From an optimization exercise on the open Yosys and OpenROAD flow, aimed at small area, a short achievable clock period and few clock cycles per item; shortcuts taken in it are not production practice.

## before
==> flow/design.v (excerpt) <==
module cnn_conv_top (
    input  logic        clk,
    input  logic        rst_n,
    input  logic        in_valid,
    output logic        in_ready,
    input  logic [8:0]  in_beat,    
    output logic        out_valid,
    input  logic        out_ready,
    output logic [24:0] out_beat    
);
export LEC_CHECK = 0
export CAP_MARGIN = 20
export CORE_MARGIN = 2
export CORE_UTILIZATION = 40
export SLEW_MARGIN = 20
export SYNTH_HIERARCHICAL = 1
create_clock -name core_clock -period 12.0 [get_ports {clk}]
standard.sh (not shown) runs the stock make flow with config.mk's settings and CLKGATE_MAP_FILE= SYNTH_SCRIPT=/design/flow/synth_recipe.tcl, a recipe that flattens the netlist after the stock synthesis.
==> flow/flow/run.sh <==
#!/bin/bash
# Standard layout, with repair_timing aiming past the 12 ns period so that the
# achieved period shrinks. Everything else is the standard flow's own flow.
set -euo pipefail
bash standard.sh SETUP_SLACK_MARGIN=8.4 finish > standard.log 2>&1
Edits applied to the flow inputs when going from before to after:
diff --git a/flow/design.v b/flow/design.v
--- a/flow/design.v
+++ b/flow/design.v
@@ -2006,23 +2006,26 @@
         r1393 <= c1304;
         r1394 <= s1312;
         r1395 <= c1313;
         r1396 <= s1315;
         r1397 <= c1316;
     end
     assign rowa = {1'b1, c1544, c1541, c1538, c1535, c1532, c1529, c1526, c1523, c1520, c1517, c1514, c1511, c1508, c1505, c1503, c1501, s1500, r1320, r1318};
     assign rowb = {1'b0, r1397, s1543, s1540, s1537, s1534, s1531, s1528, s1525, s1522, s1519, s1516, s1513, s1510, s1507, s1504, s1502, r1323, 1'b0, r1319};
     assign sum  = rowa + rowb;
-    logic [19:4] sum_q;
+    logic       neg_q, big_q;
+    logic [7:0] mid_q;
     always_ff @(posedge clk) begin
-        sum_q <= sum[19:4];
+        neg_q <= sum[19];
+        big_q <= |sum[18:12];
+        mid_q <= sum[11:4];
     end
-    assign feat = sum_q[19] ? 8'd0 : (|sum_q[18:12]) ? 8'hff : sum_q[11:4];
+    assign feat = neg_q ? 8'd0 : big_q ? 8'hff : mid_q;
 endmodule
 module conv_fa (
     input  logic a,
     input  logic b,
     input  logic c,
     output logic s,
     output logic co
 );
     assign s  = a ^ b ^ c;
[summary]
Delta (after minus before): sequential share of layout area held, critical path depth went up 11, die area went down about 1.2%. after vs before — largest fanout of any net on the critical path rose 4. Looking only at routed wire length, and setting everything else aside, the higher value of before and after goes to before. after ends up with a shortest clock period the worst path allows after layout that is 370 ps higher than in before. Of after and before, it is after that has the lower layout overhead on the synthesized area. Between before and after, the setup slack is higher for before.
No functional check of the RTL was part of any run of this note.

--- another note on this design; it stands on its own ---

// cnn_conv_top
module cnn_conv_top (
    input  logic        clk,
    input  logic        rst_n,
    input  logic        in_valid,
    output logic        in_ready,
    input  logic [8:0]  in_beat,    
    output logic        out_valid,
    input  logic        out_ready,
    output logic [24:0] out_beat    
);
    logic                                win_valid;    
    logic                                win_last;
    logic [9*8-1:0]             window;
    logic [(3 * 3 * 3)*12-1:0]     wgt;
    logic                                res_valid;
    logic [24:0]                         res_beat;
    logic                                pop;
    conv_frame_loader i_loader (
        .clk       (clk),
        .rst_n     (rst_n),
        .in_valid  (in_valid),
        .in_ready  (in_ready),
        .in_beat   (in_beat),
        .pop       (pop),
        .win_valid (win_valid),
        .win_last  (win_last),
        .window    (window),
        .wgt       (wgt)
    );
    conv_engine i_engine (
        .clk       (clk),
        .rst_n     (rst_n),
        .win_valid (win_valid),
        .win_last  (win_last),
        .window    (window),
        .wgt       (wgt),
        .res_valid (res_valid),
        .res_beat  (res_beat)
    );
    conv_result_stage i_result (
        .clk       (clk),
        .rst_n     (rst_n),
        .res_valid (res_valid),
        .res_beat  (res_beat),
        .out_valid (out_valid),
        .out_ready (out_ready),
        .out_beat  (out_beat),
        .pop       (pop)
    );
endmodule
Size in the first run: about 5400 cells after synthesis, ~920 flip-flops, roughly 40 I/O pins, ~0.069 sq mm of cells after synthesis.
Settings: LEC_CHECK=0, CAP_MARGIN=20, CORE_MARGIN=2, CORE_UTILIZATION=40, SLEW_MARGIN=20, SYNTH_HIERARCHICAL=1; clock period 12.0 ns.
standard.sh (not shown) runs the stock make flow with config.mk's settings and CLKGATE_MAP_FILE= SYNTH_SCRIPT=/design/flow/synth_recipe.tcl, a recipe that flattens the netlist after the stock synthesis.
==> flow/flow/run.sh <==
#!/bin/bash
# Standard layout, with repair_timing aiming past the 12 ns period so that the
# achieved period shrinks. Everything else is the standard flow's own flow.
set -euo pipefail
bash standard.sh SETUP_SLACK_MARGIN=8.22 finish > standard.log 2>&1
==> next run, changes <==
==> flow/flow/run.sh (replaced) <==
#!/bin/bash
# Standard layout, with repair_timing aiming past the 12 ns period so that the
# achieved period shrinks. Everything else is the standard flow's own flow.
set -euo pipefail
bash standard.sh SETUP_SLACK_MARGIN=8.3 finish > standard.log 2>&1
Global-route usage came out lower by 0.52 points.
Non-clock buffer count is higher by 36.
Final area rose by 0.62%.
Function was not checked in any run of this note: the RTL went through the layout flow alone.

-- static timing again, ports no longer ideal --
How much do the figures lean on ideal ports? The routed layouts below were timed once more, with nothing changed but the port constraints.
Step 1 (the two cells are an assumption about what drives the block):
set clk [get_ports {clk}]
set_driving_cell -lib_cell sky130_fd_sc_hd__clkbuf_16 $clk
set_driving_cell -lib_cell sky130_fd_sc_hd__buf_2 [delete_from_list [all_inputs] $clk]
Step 2, shift: input delay + t, output delay - t, t = (earliest + latest rising clock arrival at the registers) / 2. This alone moves slack from input paths to output paths.
Three values: ideal, step 1, step 2; two values: the first two.
run	t, ns	setup slack, ns	clock arrival spread, ns
before	0.823	8.307 / 8.224 / 7.686	0.071 / 0.072
after	0.829	7.932 / 7.932 / 7.768	0.063 / 0.062
the first run of note 2	0.829	8.233 / 8.168 / 7.612	0.055 / 0.055
the second run of note 2	0.805	8.270 / 8.189 / 7.657	0.042 / 0.042
After both steps every run listed still meets setup and hold.
